Source: an optimization exercise on an open RTL-to-GDS flow (aim: small area). Production flows keep margins and buffers that such runs may drop.
Function was checked by simulation only, so behaviour that the tests miss may differ from the original.
Power and IR drop assume default switching activity.

==> design/flow/run.sh <==
#!/bin/bash
# synth_recipe.tcl (not shown) runs the flow's synth.tcl, then flattens the netlist and writes it again
# the make line also repeats each setting of config.mk as NAME=value (left out here)
make -C /OpenROAD-flow-scripts/flow DESIGN_CONFIG=/design/flow/config.mk WORK_HOME=/design/flow/orfs CLKGATE_MAP_FILE= SYNTH_SCRIPT=/design/flow/synth_recipe.tcl finish
==> design/flow/config.mk <==
export PLATFORM = sky130hd
export DESIGN_NAME = cam_top
export DESIGN_NICKNAME = cam_top
export VERILOG_FILES = /design/flow/design.v
export SDC_FILE = /design/flow/constraint.sdc
export NUM_CORES = 4
export LEC_CHECK = 0
export CAP_MARGIN = 20
export CORE_MARGIN = 2
export CORE_UTILIZATION = 30
export PLACE_DENSITY = 0.42
export SLEW_MARGIN = 20
==> design/flow/constraint.sdc <==
create_clock -name core_clock -period 10.0 [get_ports {clk}]
set_input_delay 2.0000 -clock core_clock [delete_from_list [all_inputs] [get_ports {clk}]]
set_output_delay 2.0000 -clock core_clock [all_outputs]
set_load 0.01 [all_outputs]
==> design/flow/design.v <==
package cam_pkg;
  typedef logic [20-1:0] cam_data_t;
  typedef logic [15-1:0] cam_key_t;
  typedef logic [7-1:0] cam_loc_t;
  typedef logic [100-1:0] cam_valid_t;
  typedef logic [100*20-1:0] cam_entries_t;
endpackage
`timescale 1ns/1ps
module cam_free_list
(
  input  logic     clk,
  input  logic     rst_an,
  input  logic     push,
  input  cam_pkg::cam_loc_t push_loc,
  input  logic     pop,
  output cam_pkg::cam_loc_t pop_loc,
  output logic     not_empty
);
  cam_pkg::cam_loc_t             mem [100];
  cam_pkg::cam_loc_t             wr_ptr;
  cam_pkg::cam_loc_t             rd_ptr;
  logic [7:0]  fill_cnt;
  always_ff @(posedge clk) begin
    if (push) begin
      mem[wr_ptr] <= push_loc;
    end
  end
  assign pop_loc   = mem[rd_ptr];
  assign not_empty = (fill_cnt != '0);
  always_ff @(posedge clk or negedge rst_an) begin
    if (!rst_an) begin
      wr_ptr <= '0;
    end else if (push) begin
      if (wr_ptr == cam_pkg::cam_loc_t'(100 - 1)) begin
        wr_ptr <= '0;
      end else begin
        wr_ptr <= wr_ptr + 1'b1;
      end
    end
  end
  always_ff @(posedge clk or negedge rst_an) begin
    if (!rst_an) begin
      rd_ptr <= '0;
    end else if (pop) begin
      if (rd_ptr == cam_pkg::cam_loc_t'(100 - 1)) begin
        rd_ptr <= '0;
      end else begin
        rd_ptr <= rd_ptr + 1'b1;
      end
    end
  end
  always_ff @(posedge clk or negedge rst_an) begin
    if (!rst_an) begin
      fill_cnt <= '0;
    end else begin
      case ({push, pop})
        2'b10:   fill_cnt <= fill_cnt + 1'b1;
        2'b01:   fill_cnt <= fill_cnt - 1'b1;
        default: fill_cnt <= fill_cnt;
      endcase
    end
  end
endmodule
`timescale 1ns/1ps
module cam_alloc
(
  input  logic     clk,
  input  logic     rst_an,
  input  logic     write_valid,
  output logic     wr_en,
  output cam_pkg::cam_loc_t wr_loc,
  input  logic     free_en,
  input  cam_pkg::cam_loc_t free_loc,
  output logic     wcredit
);
  cam_pkg::cam_loc_t fresh_cnt;
  logic     exhausted;
  logic     pop;
  cam_pkg::cam_loc_t pop_loc;
  logic     not_empty;
  always_ff @(posedge clk or negedge rst_an) begin
    if (!rst_an) begin
      fresh_cnt <= '0;
      exhausted <= 1'b0;
    end else if (write_valid && !exhausted) begin
      if (fresh_cnt == cam_pkg::cam_loc_t'(100 - 1)) begin
        exhausted <= 1'b1;
      end else begin
        fresh_cnt <= fresh_cnt + 1'b1;
      end
    end
  end
  assign pop = write_valid && exhausted && not_empty;
  cam_free_list cam_free_list_inst (
    .clk       (clk),
    .rst_an    (rst_an),
    .push      (free_en),
    .push_loc  (free_loc),
    .pop       (pop),
    .pop_loc   (pop_loc),
    .not_empty (not_empty)
  );
  assign wr_en  = write_valid && (!exhausted || not_empty);
  assign wr_loc = exhausted ? pop_loc : fresh_cnt;
  always_ff @(posedge clk or negedge rst_an) begin
    if (!rst_an) begin
      wcredit <= 1'b0;
    end else begin
      wcredit <= free_en;
    end
  end
endmodule
`timescale 1ns/1ps
module cam_array
(
  input  logic         clk,
  input  logic         rst_an,
  input  logic         wr_en,
  input  cam_pkg::cam_loc_t     wr_loc,
  input  cam_pkg::cam_data_t    wr_data,
  input  logic         free_en,
  input  cam_pkg::cam_loc_t     free_loc,
  output cam_pkg::cam_entries_t entries,
  output cam_pkg::cam_valid_t   valid
);
  cam_pkg::cam_data_t mem [100];
  always_ff @(posedge clk) begin
    if (wr_en) begin
      mem[wr_loc] <= wr_data;
    end
  end
  always_comb begin
    for (int i = 0; i < 100; i++) begin
      entries[i*20 +: 20] = mem[i];
    end
  end
  always_ff @(posedge clk or negedge rst_an) begin
    if (!rst_an) begin
      valid <= '0;
    end else begin
      if (free_en) begin
        valid[free_loc] <= 1'b0;
      end
      if (wr_en) begin
        valid[wr_loc] <= 1'b1;
      end
    end
  end
endmodule
`timescale 1ns/1ps
module cam_search
(
  input  logic         clk,
  input  logic         rst_an,
  input  logic         search_valid,
  input  cam_pkg::cam_key_t     search_key,
  input  cam_pkg::cam_entries_t entries,
  input  cam_pkg::cam_valid_t   valid,
  output logic         hit_valid,
  output logic         hit,
  output cam_pkg::cam_data_t    hit_data,
  output logic         free_en,
  output cam_pkg::cam_loc_t     free_loc
);
  cam_pkg::cam_valid_t pend_mask;
  cam_pkg::cam_valid_t live;
  cam_pkg::cam_valid_t match;
  logic       found;
  cam_pkg::cam_loc_t   sel_loc;
  cam_pkg::cam_data_t  sel_data;
  logic       hit_q;
  assign pend_mask = free_en ? (cam_pkg::cam_valid_t'(1) << free_loc) : '0;
  assign live      = valid & ~pend_mask;
  always_comb begin
    for (int i = 0; i < 100; i++) begin
      match[i] = live[i] &&
                 (entries[i*20 +: 15] == search_key);
    end
  end
  always_comb begin
    found    = 1'b0;
    sel_loc  = '0;
    sel_data = '0;
    for (int i = 100 - 1; i >= 0; i--) begin
      if (match[i]) begin
        found    = 1'b1;
        sel_loc  = cam_pkg::cam_loc_t'(i);
        sel_data = entries[i*20 +: 20];
      end
    end
  end
  always_ff @(posedge clk or negedge rst_an) begin
    if (!rst_an) begin
      hit_valid <= 1'b0;
      hit_q     <= 1'b0;
    end else begin
      hit_valid <= search_valid;
      hit_q     <= search_valid && found;
    end
  end
  always_ff @(posedge clk) begin
    if (search_valid) begin
      hit_data <= sel_data;
      free_loc <= sel_loc;
    end
  end
  assign hit     = hit_q;
  assign free_en = hit_q;
endmodule
`timescale 1ns/1ps
module cam_top
(
  input  logic      clk,
  input  logic      rst_an,
  input  logic      write_valid,
  input  cam_pkg::cam_data_t write_data,
  output logic      wcredit,
  input  logic      search_valid,
  input  cam_pkg::cam_key_t  search_key,
  output logic      hit_valid,
  output logic      hit,
  output cam_pkg::cam_data_t hit_data
);
  logic         wr_en;
  cam_pkg::cam_loc_t     wr_loc;
  logic         free_en;
  cam_pkg::cam_loc_t     free_loc;
  cam_pkg::cam_entries_t entries;
  cam_pkg::cam_valid_t   valid;
  cam_alloc cam_alloc_inst (
    .clk         (clk),
    .rst_an      (rst_an),
    .write_valid (write_valid),
    .wr_en       (wr_en),
    .wr_loc      (wr_loc),
    .free_en     (free_en),
    .free_loc    (free_loc),
    .wcredit     (wcredit)
  );
  cam_array cam_array_inst (
    .clk      (clk),
    .rst_an   (rst_an),
    .wr_en    (wr_en),
    .wr_loc   (wr_loc),
    .wr_data  (write_data),
    .free_en  (free_en),
    .free_loc (free_loc),
    .entries  (entries),
    .valid    (valid)
  );
  cam_search cam_search_inst (
    .clk          (clk),
    .rst_an       (rst_an),
    .search_valid (search_valid),
    .search_key   (search_key),
    .entries      (entries),
    .valid        (valid),
    .hit_valid    (hit_valid),
    .hit          (hit),
    .hit_data     (hit_data),
    .free_en      (free_en),
    .free_loc     (free_loc)
  );
endmodule
==> results of run 1 <==
==> kinds of logic after synthesis <==
family / share of synthesized area
flip-flops: 0.634
AND/OR/NAND/NOR: 0.0854
AO/OA/AOI/OAI: 0.110
XOR/XNOR: 0.0998
buffers and inverters: 0.0321
multiplexers: 0.0370
adder cells (fa/ha/maj): 0.00173
==> sequential cells by signal (all words and copies together) (netlist names) <==
name,cells
cam_array_inst.mem,2000
cam_alloc_inst.cam_free_list_inst.mem,700
cam_array_inst.valid,100
cam_search_inst.hit_data,20
cam_alloc_inst.cam_free_list_inst.fill_cnt,8
cam_alloc_inst.cam_free_list_inst.rd_ptr,7
cam_alloc_inst.cam_free_list_inst.wr_ptr,7
cam_alloc_inst.fresh_cnt,7
cam_search_inst.free_loc,7
cam_alloc_inst.exhausted,1
cam_alloc_inst.wcredit,1
cam_search_inst.hit_q,1
cam_search_inst.hit_valid,1
==> path summary, 6_finish.rpt <==
check	cells after the start	to	start	slack, ps
min reg2reg	1	cam_alloc_inst.cam_free_list_inst.fill_cnt[7]	cam_alloc_inst.cam_free_list_inst.fill_cnt[7]	470
max reg2reg	15	cam_search_inst.hit_data[17]	cam_search_inst.free_loc[0]	790
min	1	cam_alloc_inst.cam_free_list_inst.fill_cnt[7]	cam_alloc_inst.cam_free_list_inst.fill_cnt[7]	470
min in group asynchronous	1	cam_alloc_inst.cam_free_list_inst.rd_ptr[1]	rst_an	1090
max in group asynchronous	2	cam_array_inst.valid[83]	rst_an	7330
max	15	cam_search_inst.hit_data[17]	cam_search_inst.free_loc[0]	790
==> synth_stat cells, drive strengths merged, types with 43 or more instances <==
| cell type | count |
|---|---|
| xnor2 | 1408 |
| o21a | 76 |
| inv | 207 |
| o2111ai | 47 |
| o221ai | 138 |
| nand3 | 155 |
| xor2 | 125 |
| o21ai | 666 |
| nand4 | 394 |
| nand2b | 100 |
| mux2 | 43 |
| clkbuf | 331 |
| a221oi | 179 |
| o22ai | 61 |
| nor3 | 44 |
| nor2 | 598 |
| or2 | 45 |
| a21oi | 374 |
| nand2 | 630 |
| dfrtp | 133 |
| mux4 | 157 |
| o211ai | 86 |
| buf | 289 |
| edfxtp | 2727 |
| nor4 | 145 |
| a22oi | 125 |
| mux2i | 95 |
==> report_power, final <==
group / internal (W) / leakage, nW / switching [W]
sequential: 0.0136 / 25.9 / 0.000360
clock: 0.00715 / 5.27 / 0.00534
combinational: 0.00178 / 16.7 / 0.00455
total: 0.0225 / 47.9 / 0.0102
==> final cells by class <==
class	count	area [um2]
Sequential cell	2860	85200
Inverter	210	788
Fill cell	43600	291000
Clock inverter	187	1860
Timing Repair Buffer	477	4160
Multi-Input combinational cell	6340	45800
Tap cell	5928	7420
Clock buffer	418	8940
Antenna cell	26	65.1
==> routing by layer <==
metal  up-vias  part of all wire  global-route usage
met5         -           0.00047                   0
met3      1231             0.082              0.0488
met2      5457              0.45               0.429
li1      38900                 -                   -
met4        20             0.065               0.149
met1     49900              0.40               0.361
==> critical path: stages, from the launching register on <==
cell and delay [ps]:
edfxtp_1 1110, ha_1 390, buf_4 360, inv_1 350
nor3_2 820, buf_4 460, nand2_1 250, nand2_1 810
nand2_1 530, a221o_1 420, o21ai_0 170, o2111ai_1 390
a41oi_1 960, o21ai_1 320, a221oi_1 1090, o22ai_1 340
==> through the flow <==
step	std cells	util	total power (W)	hold slack (ps)	setup TNS, ps
final	16400	0.346	0.0328	473	0
after global routing	16400	0.346	0.0335	501	0
after CTS	16400	0.346	0.0328	478	0
after detailed placement	15800	0.321	0.0204	467	0
after global placement	15800	0.321	0.0203	459	-624
after floorplan	10000	-	0.0173	443	0
==> results_dict.tcl, run 1 <==
set metrics [dict create \
    status "finished clean" \
    drive_gt1_frac 0.134 \
    dieHeight_um 674 \
    layout_common_cells "edfxtp_1, xnor2_1, nand2_1" \
    path_clk_slew_ps 60 \
    synthArstFlopShare 0.0465 \
    grt_pass1_wl_mm 851 \
    hold_viol 0 \
    hold_buffers 0 \
    io_pins 62 \
    core_mm2 0.446 \
    crit_type "flip-flop to flip-flop" \
    synth_edf_count 2727 \
    synthToLayoutAreaGrowth_pct 14.7 \
    seq_area_frac_synth 0.634 \
    cp_max_fo 23 \
    layout_setup_ws_ps 794 \
    die_w_um 674 \
    cts_tree "yes" \
    hold_path.class "flip-flop to flip-flop" \
    cts_max_level 5 \
    finalInstanceArea_mm2 0.154 \
    cp-start-kind "flip-flop" \
    drc 0 \
    num_vias 95500 \
    place_hpwl_mm 442 \
    drt-initial-drc-count 14100 \
    fin_skew_ps 81.5 \
    grt_usage 0.274 \
    vias_per_cell 5.80 \
    cts_resized 0 \
    wl_mm 641 \
    syn_area_per_cell_um2 13.4 \
    cts_root_buf "clkbuf_16" \
    grt_overflow 0 \
    drt_pass1_iterations 6 \
    dpl_cell_area_mm2 0.143 \
    layout_commonest_cell "edfxtp_1" \
    cts_buffer_depth 4 \
    vdd_drop_max_mv 0.379 \
    p_per_area_mw_per_mm2 212 \
    yosysWarnings 4 \
    synth.largest_area_cell "edfxtp_1" \
    clock.fmax_ghz 0.109 \
    slew_headroom 0.110 \
    grt_max_degree 100 \
    ys.flop_type "edfxtp_1" \
    setup_viol 0 \
    num-nets-final 10300 \
    avgRoutedWirePerCell_um 39.0 \
    die_area_mm2 0.454 \
    period_share 0.921 \
    cts_setup_buffers 0 \
    drv_slew 0 \
    cp-end-kind "flip-flop" \
    portBuffers 61 \
    start_util 0.302 \
    gp_routability_congestion 1.01 \
    cts_made_buffers 338 \
    rsz0062_at_grt "no" \
    dpl_worst_slack_ps 1160 \
    drv_cap 0 \
    syn_nets 10100 \
    netlist_instances 10000 \
    synth-seq-cells 2860 \
    cp_data_arrival_time_ps 9830 \
    required_ps 10630 \
    syn_area_mm2 0.135 \
    yosys.cell_types.count 112 \
    ant_nets 0 \
    synth.area.top_cells "edfxtp_1, xnor2_1, mux4_2" \
    clkLatencyLatePin_ps 990 \
    p_leak_nw 47.9 \
    antenna_found_initial 68 \
    tightestPinTransition_ps 1330 \
    clock-sinks 2860 \
    post-route-min-period_ps 9210 \
    rows 245 \
    synth_top_area_share 0.609 \
    grt_pass1_vias 92700 \
]
==> run 2, diff against run 1 <==
==> design/flow/design.v (replaced) <==
package cam_pkg;
  typedef logic [20-1:0] cam_data_t;
  typedef logic [15-1:0] cam_key_t;
  typedef logic [7-1:0] cam_loc_t;
  typedef logic [100-1:0] cam_valid_t;
  typedef logic [100*20-1:0] cam_entries_t;
endpackage
`timescale 1ns/1ps
module cam_top
(
  input  logic      clk,
  input  logic      rst_an,
  input  logic      write_valid,
  input  cam_pkg::cam_data_t write_data,
  output logic      wcredit,
  input  logic      search_valid,
  input  cam_pkg::cam_key_t  search_key,
  output logic      hit_valid,
  output logic      hit,
  output cam_pkg::cam_data_t hit_data
);
  localparam int D  = 100;
  localparam int LW = 7;
  localparam int KW = 15;
  localparam int UW = 20 - 15;
  logic [KW-1:0] key [D];
  logic [UW-1:0] up  [D];
  logic [D-1:0]  valid;
  logic [LW-1:0] fresh_cnt;
  logic          exhausted;
  logic [LW-1:0] head, tail;
  logic          lnz;
  logic [LW-1:0] loc_q;
  logic [KW-1:0] key_q;
  logic          hit_q;
  logic          push, pop, single, wr_en;
  logic [LW-1:0] wr_loc, link_head;
  assign push   = hit_q;
  assign pop    = write_valid && exhausted && lnz;
  assign single = (head == tail);
  assign wr_en  = write_valid && (!exhausted || lnz);
  assign wr_loc = exhausted ? head : fresh_cnt;
  always_comb begin
    link_head = '0;
    for (int i = 0; i < D; i++) begin
      if (head == LW'(i)) link_head = key[i][LW-1:0];
    end
  end
  always_ff @(posedge clk or negedge rst_an) begin
    if (!rst_an) begin
      fresh_cnt <= '0;
      exhausted <= 1'b0;
    end else if (write_valid && !exhausted) begin
      if (fresh_cnt == LW'(D - 1)) begin
        exhausted <= 1'b1;
      end else begin
        fresh_cnt <= fresh_cnt + 1'b1;
      end
    end
  end
  always_ff @(posedge clk or negedge rst_an) begin
    if (!rst_an) begin
      lnz <= 1'b0;
    end else begin
      lnz <= push || (lnz && !(pop && single));
    end
  end
  always_ff @(posedge clk) begin
    if (pop) begin
      head <= single ? loc_q : link_head;
    end else if (!lnz) begin
      head <= loc_q;
    end
    if (push) begin
      tail <= loc_q;
    end
  end
  always_ff @(posedge clk) begin
    for (int i = 0; i < D; i++) begin
      if (wr_en && wr_loc == LW'(i)) begin
        key[i] <= write_data[KW-1:0];
        up[i]  <= write_data[20-1:KW];
      end else if (push && lnz && tail == LW'(i)) begin
        key[i][LW-1:0] <= loc_q;
      end
    end
  end
  logic [D-1:0]  match;
  logic          found;
  logic [LW-1:0] sel_loc;
  always_comb begin
    for (int i = 0; i < D; i++) begin
      match[i] = valid[i] && (key[i] == search_key);
    end
  end
  always_comb begin
    found   = 1'b0;
    sel_loc = '0;
    for (int i = D - 1; i >= 0; i--) begin
      if (match[i]) begin
        found   = 1'b1;
        sel_loc = LW'(i);
      end
    end
  end
  always_ff @(posedge clk or negedge rst_an) begin
    if (!rst_an) begin
      valid <= '0;
    end else begin
      for (int i = 0; i < D; i++) begin
        if (wr_en && wr_loc == LW'(i)) begin
          valid[i] <= 1'b1;
        end else if (search_valid && found && sel_loc == LW'(i)) begin
          valid[i] <= 1'b0;
        end
      end
    end
  end
  always_ff @(posedge clk or negedge rst_an) begin
    if (!rst_an) begin
      hit_valid <= 1'b0;
      hit_q     <= 1'b0;
      wcredit   <= 1'b0;
    end else begin
      hit_valid <= search_valid;
      hit_q     <= search_valid && found;
      wcredit   <= hit_q;
    end
  end
  always_ff @(posedge clk) begin
    loc_q <= sel_loc;
    key_q <= search_key;
  end
  logic [UW-1:0] up_sel;
  always_comb begin
    up_sel = '0;
    for (int i = 0; i < D; i++) begin
      if (loc_q == LW'(i)) up_sel = up[i];
    end
  end
  assign hit      = hit_q;
  assign hit_data = {up_sel, key_q};
endmodule
--- a/design/flow/config.mk
+++ b/design/flow/config.mk
@@ -6,7 +6,8 @@
 export NUM_CORES = 4
 export LEC_CHECK = 0
+export ABC_AREA = 1
 export CAP_MARGIN = 20
 export CORE_MARGIN = 2
-export CORE_UTILIZATION = 30
-export PLACE_DENSITY = 0.42
+export CORE_UTILIZATION = 50
+export PLACE_DENSITY = 0.6
 export SLEW_MARGIN = 20
==> run 2 against run 1 <==
Now fails the layout checks on setup timing; setup slack got worse by 1400 ps; final area is 23% lower; largest power group unchanged; critical path depth rose by 50; register-to-register slack got worse by 810 ps; highest routed layer unchanged; sequential share of layout area down 1.8 points; combinational power fell by 32%; critical endpoint is now hit_data[19]; area after synthesis down 23%; largest cell class unchanged; flip-flop and latch count down 712; routed wire length is 24% lower; clock skew is 43 ps lower; first-iteration DRC count rose by 28%.
==> results_dict.tcl, run 2 <==
set metrics [dict create \
    rrSetupSlack_ps -20 \
    crit_type "flip-flop to primary output" \
    synth_compound_area_frac 0.134 \
    reg_top3 "key (1500), up (500), valid (100)" \
    seq_area_frac_synth 0.612 \
    max_stage_delay_ps 360 \
    rsz0062_at_grt "yes" \
    synth.largest_area_cell "edfxtp_1" \
    drv_cap 0 \
    slew_headroom 0.0960 \
    worstReg2RegStart "head[4]" \
    seqPwrFrac 0.449 \
    reg2regPathDepth 57 \
    layout_commonest_cell "nand2_1" \
    placed_cells 13500 \
    cp_data_arrival_time_ps 8590 \
    p_per_area_mw_per_mm2 197 \
    p_leak_nw 42.2 \
    cp-start-kind "flip-flop" \
    synth_top_family_by_area "simple AND/OR/NAND/NOR gates" \
    portBuffers 61 \
    reg2reg_to "head[4]" \
    cp-end-kind "primary output" \
    top_register "key" \
    synth.area.top_cells "edfxtp_1, nand2_1, o21ai_0" \
    cts_buffer_depth 3 \
    crit_path_frequent_cell "nand4_1" \
    syn_nets 10600 \
    cts_tree "yes" \
    drive_gt1_frac 0.121 \
    die_area_mm2 0.212 \
    drc 0 \
    yosysWarnings 3 \
    avgRoutedWirePerCell_um 35.1 \
    whs_path_depth 2 \
    pwr-share-clk 0.367 \
    post-route-util 0.576 \
    dpl_cell_area_mm2 0.111 \
    cts_made_buffers 227 \
    post-route-min-period_ps 10590 \
    place_hpwl_mm 321 \
    path_clk_slew_ps 60 \
    holdWs_ps 474 \
    layout_setup_ws_ps -591 \
    rows 167 \
    cts_max_level 4 \
    p_int_w 0.0161 \
    clock-sinks 2148 \
    largest_reg_flops 1500 \
    grt_usage 0.454 \
    hold_viol 0 \
    yosysMostFrequentCell "nand2_1" \
    drt_pass1_iterations 8 \
    syn_area_mm2 0.104 \
    synth_common_cells "nand2_1, edfxtp_1, o21ai_0" \
    status "complete, but fails checks" \
    setup_tns_ps -1810 \
    period_share 1.06 \
    clock.fmax_ghz 0.0944 \
    cp_max_fo 4 \
    crit_slowest_cell "dfxtp_2" \
    grt_pass1_wl_mm 667 \
    synth_xor_xnor_area_share 0.0274 \
    synth-seq-cells 2148 \
    cts_root_buf "clkbuf_16" \
    start_util 0.503 \
    setup_viol 6 \
    num-nets-final 11000 \
    holdPathEnd "valid[20]" \
    die_w_um 460 \
    synthMuxAreaShare 0.000589 \
    grt_pass1_vias 84100 \
    swShare 0.316 \
    min-delay-start "valid[20]" \
    synthToLayoutAreaGrowth_pct 14.5 \
    ant_nets 0 \
    stdcell_count 13900 \
    core_mm2 0.207 \
    num_vias 92200 \
    violations "setup timing" \
    gp_routability_congestion 1.04 \
    hold_path.class "flip-flop to flip-flop" \
    synthArstFlopShare 0.0521 \
    drv_slew 0 \
    vdd_drop_max_mv 0.230 \
    synthSimpleGateAreaFrac 0.173 \
    clkLatencyLatePin_ps 900 \
    io_pins 62 \
    layout_common_cells "nand2_1, edfxtp_1, o21ai_0" \
    grt_max_degree 69 \
    drt-initial-drc-count 18100 \
    p_comb_frac 0.184 \
    synthAdderAreaFrac 0.000120 \
    tightestPinTransition_ps 1350 \
    synth_edf_count 2014 \
    required_ps 8000 \
    grt_overflow 0 \
    finalInstanceArea_mm2 0.119 \
    syn_area_per_cell_um2 9.82 \
    ys.flop_type "edfxtp_1" \
    vias_per_cell 6.62 \
    yosys.cell_types.count 60 \
    fin_skew_ps 38.9 \
    wl_mm 489 \
    dieHeight_um 460 \
    p_sw_w 0.00742 \
    netlist_instances 10600 \
    antenna_found_initial 48 \
    synth_top_area_share 0.581 \
]
[run 2: cell types whose count changed after synthesis, sizes merged, moves of 100 or more]
cell,delta
a22oi,-125
nand2b,-100
edfxtp,-713
buf,-119
a21oi,-152
inv,+607
o221ai,-137
o21ai,+670
nor2,+236
o22ai,+292
mux4,-157
nand2,+2128
xnor2,-1260
[run 2: through the flow]
| stage | total power (W) | setup WS (ps) |
|---|---|---|
| 4_1_cts | 0.0231 | -692 |
| 2_1_floorplan | 0.0122 | 2300 |
| 6_report | 0.0235 | -591 |
| 3_3_place_gp | 0.0147 | -859 |
| 3_5_place_dp | 0.0147 | -816 |
| 5_1_grt | 0.0238 | -1170 |
[run 2: how the worst max path moves through the flow]
stage / startpoint / endpoint / depth (start not counted)
detailed placement: loc_q[0] / hit_data[17] / 61
global route: loc_q[6] / hit_data[19] / 65
floorplan: search_key[8] / valid[24] / 97
CTS: loc_q[6] / hit_data[19] / 65
finish: loc_q[6] / hit_data[19] / 65
global placement: loc_q[0] / hit_data[17] / 61
[run 2: per-layer routing]
metal / vias to the layer above / track usage / routed length, um
li1: 38200 / - / -
met1: 44200 / 0.598 / 174000
met2: 7976 / 0.662 / 206000
met3: 1847 / 0.123 / 70700
met4: 24 / 0.290 / 37800
met5: - / 0 / 158
[run 2: final cells by class]
class	instances	area (um2)
fillers	17700	87800
flip-flops and latches	2148	63700
multi-input cells	7037	35800
clock buffers	289	6150
repair buffers	687	5530
well taps	2788	3490
inverters	826	3200
clock inverters	125	1230
diodes	38	95.1
[run 2: power by group through the flow]
stage	registers, W	clock network (W)	logic, W
finish	0.0105	0.00861	0.00432
global route	0.0105	0.00892	0.00437
CTS	0.0105	0.00859	0.00403
detailed placement	0.0107	0	0.00400
global placement	0.0107	0	0.00399
floorplan	0.0104	0	0.00181
[run 2: kinds of logic (layout without fill, tap and decap cells)]
kind of cell / Yosys count / in the layout
other: 0 / 38
AO/OA/AOI/OAI: 2367 / 2367
AND/OR/NAND/NOR: 4337 / 4337
buffers and inverters: 1413 / 1927
adder cells (fa/ha/maj): 1 / 1
XOR/XNOR: 326 / 326
flip-flops: 2148 / 2148
multiplexers: 6 / 6
[run 2: worst max-delay path, delay by kind of cell (launching register included)]
kind / cells / cell delay (ps)
buffers and inverters: 7 / 660
and+or+nand+nor: 45 / 4910
AOI/OAI and AO/OA: 12 / 1540
DFF: 1 / 360
muxes: 1 / 190
[run 2: what timing repair did]
| action | 4_1_cts | 5_1_grt |
|---|---|---|
| hold endpoints to repair | 0 | 0 |
| pin swaps | 77 | 67 |
| gates resized for setup | 127 | 122 |
| setup buffers | 3 | 2 |
| setup endpoints to repair | 5 | 112 |
| hold buffers | 0 | 0 |

## port drivers added, routing unchanged
The flow's constraints put no driver on any port. The routed layouts listed below were extracted and timed again, unchanged, in two steps. Step 1 (the two cells are an assumption about what drives the block):
set clk [get_ports {clk}]
set_driving_cell -lib_cell sky130_fd_sc_hd__clkbuf_16 $clk
set_driving_cell -lib_cell sky130_fd_sc_hd__buf_2 [delete_from_list [all_inputs] $clk]
Step 2 also shifts input and output timing later by t, the mid clock arrival at the registers, as if the neighbouring blocks saw the same clock. Slacks: ideal / step 1 / step 2; pairs: ideal / step 1.
| run | t, ns | setup slack, ns | clock arrival spread, ns | slew at the worst register clock pin (ns) | worst slew at a driven data input, ns |
|---|---|---|---|---|---|
| run 1 | 1.064 | 0.794 / 0.794 / 0.794 | 0.086 / 0.086 | 0.07 / 0.07 | 0.09 |
| run 2 | 0.970 | -0.591 / -0.684 / -0.299 | 0.043 / 0.043 | 0.07 / 0.07 | 0.15 |
